Context: an optimization exercise on an open-source flow, tuned for small area, a short achievable clock period and few clock cycles. The choices shown serve that exercise and are no tape-out recipe. Where RTL was checked, it was by simulation tests only, not by an equivalence proof against the original. No activity file was given, so power comes from the tool's default toggle rates.

job 101:
Design requant_argmax_pipe, start of the top module:
module requant_argmax_pipe #(
  parameter int ACC_W       = 25,
  parameter int OUT_W       = 8,
  parameter int MULT_W      = 16,
  parameter int SHIFT_W     = 5,
  parameter int NUM_CLASSES = 10,
  parameter int IDX_W       = $clog2(NUM_CLASSES)
) (
  input  logic                     clk,
  input  logic                     rst_n,
  input  logic                     cfg_load,
  input  logic signed [ACC_W-1:0]  cfg_bias,
  input  logic        [MULT_W-1:0] cfg_mult,
  input  logic       [SHIFT_W-1:0] cfg_shift,
  input  logic                     cfg_round,
  input  logic signed [OUT_W-1:0]  cfg_offset,
  input  logic signed [OUT_W-1:0]  cfg_min,
  input  logic signed [OUT_W-1:0]  cfg_max,
  output logic                     busy,
  input  logic                     in_valid,
  output logic                     in_ready,
  input  logic signed [ACC_W-1:0]  in_data,
  input  logic                     in_last,
  output logic                     out_valid,
  input  logic                     out_ready,
  output logic signed [OUT_W-1:0]  out_data,
  output logic                     out_last,
  output logic                     argmax_valid,
  output logic        [IDX_W-1:0]  argmax_idx,
  output logic signed [OUT_W-1:0]  argmax_val
);
==> flow/config.mk <==
export PLATFORM = sky130hd
export DESIGN_NAME = requant_argmax_pipe
export DESIGN_NICKNAME = requant_argmax_pipe
export VERILOG_FILES = /design/flow/design.v
export SDC_FILE = /design/flow/constraint.sdc
export NUM_CORES = 4
export LEC_CHECK = 0
export ABC_AREA = 1
export CAP_MARGIN = 20
export CORE_MARGIN = 2
export CORE_UTILIZATION = 40
export CTS_CLUSTER_DIAMETER = 80
export CTS_CLUSTER_SIZE = 25
export SLEW_MARGIN = 20
==> flow/constraint.sdc <==
create_clock -name core_clock -period 12.0 [get_ports {clk}]
set_input_delay 2.4000 -clock core_clock [delete_from_list [all_inputs] [get_ports {clk}]]
set_output_delay 2.4000 -clock core_clock [all_outputs]
set_load 0.01 [all_outputs]
standard.sh (not shown) runs the stock make flow with config.mk's settings and CLKGATE_MAP_FILE= SYNTH_SCRIPT=/design/flow/synth_recipe.tcl, a recipe that flattens the netlist after the stock synthesis.
==> flow/flow/run.sh <==
#!/bin/bash
# The standard ORFS layout (standard.sh), with two changes to how it is
# made: repair_timing aims for 8.35 ns of setup slack at the design's clock
# period, and the port buffers are buf_2.
set -euo pipefail
bash standard.sh SETUP_SLACK_MARGIN=8.35 "BUFFER_PORTS_ARGS=-buffer_cell sky130_fd_sc_hd__buf_2" finish > standard_flow.log 2>&1
--- input diff job 101..job 102 ---
--- a/flow/design.v
+++ b/flow/design.v
@@ -1174,15 +1174,15 @@
   logic signed [41:0] p;
   logic        [41:0] x0;
   logic        [25:0] x1;
   logic        [17:0] x2;
   logic        [13:0] x3;
   logic        [11:0] x4;
   logic        [10:0] x5;
-  logic        [32:0] msk;
+  logic        [31:0] dif, msk;
   logic               sg, fits_d;
   logic [41:0] cpa_g0, cpa_p0;
   assign cpa_g0 = pa_q & pb_q;
   assign cpa_p0 = pa_q ^ pb_q;
   logic cpa_G1; assign cpa_G1 = cpa_g0[1] | (cpa_p0[1] & cpa_g0[0]);
   logic cpa_G2; assign cpa_G2 = cpa_g0[3] | (cpa_p0[3] & cpa_g0[2]);
   logic cpa_P2; assign cpa_P2 = cpa_p0[3] & cpa_p0[2];
@@ -1357,16 +1357,17 @@
     sg     = p[41];
     x0     = {p[40:0], 1'b0};
     x1     = shift_q[4] ? x0[41:16] : x0[25:0];
     x2     = shift_q[3] ? x1[25:8] : x1[17:0];
     x3     = shift_q[2] ? x2[17:4] : x2[13:0];
     x4     = shift_q[1] ? x3[13:2] : x3[11:0];
     x5     = shift_q[0] ? x4[11:1] : x4[10:0];
-    for (int j = 0; j < 33; j++) msk[j] = (6'(j) >= {1'b0, shift_q});
-    fits_d = (&(p[41:9] | ~msk)) || !(|(p[41:9] & msk));
+    dif    = p[40:9] ^ {32{sg}};
+    for (int j = 0; j < 32; j++) msk[j] = (5'(j) >= shift_q);
+    fits_d = ~|(dif & msk);
   end
   logic signed [11:0] kx, hi_d, lo_d, hi_q, lo_q;
   logic               mm_q;
   logic        [8:0]  t9;
   logic               gt, lt, selmax, selmin;
   logic signed [7:0]  res;
   always_comb begin
Notes after the runs:
Per the final summary, job 102 finished and its layout is clean on timing, DRC and antenna.
Relative to job 101, wire length on met2 has decreased by about 2% in job 102.
Delta (job 102 minus job 101): finished layout cell area decreased about 0.54%, clock network power consumption shrank by 8.1%, minimum hold slack comparable.
Compared with job 101, job 102 shows a higher diode insertion count for antenna repair.
Re part of the power in combinational logic: job 102 is 2.0 points up on job 101.
Part of the cycle the worst path needs is higher on job 102
Testbench counts of job 102, summed over its fixed seeds: cycles 9,640.
No functional check of the RTL was part of job 101.

[what the ideal ports hide]
How much do the figures lean on ideal ports? The routed layouts below were timed once more, with nothing changed but the port constraints.
Step 1, drivers: a clkbuf_16 drives clk and a buf_2 each remaining input, both assumed.
Step 2, shift: input delay + t, output delay - t, t = (earliest + latest rising clock arrival at the registers) / 2. This alone moves slack from input paths to output paths.
Three values: ideal, step 1, step 2; two values: the first two.
run	shift t [ns]	setup WS [ns]	worst register clock-pin slew, ns
job 101	0.651	8.413 / 8.349 / 7.913	0.10 / 0.10
job 102	0.627	8.379 / 8.325 / 7.891	0.11 / 0.11
After both steps every run listed still meets setup and hold. For job 101, which loses most, drivers alone change the setup slack by -0.064 ns; drivers and shift together by -0.500 ns.
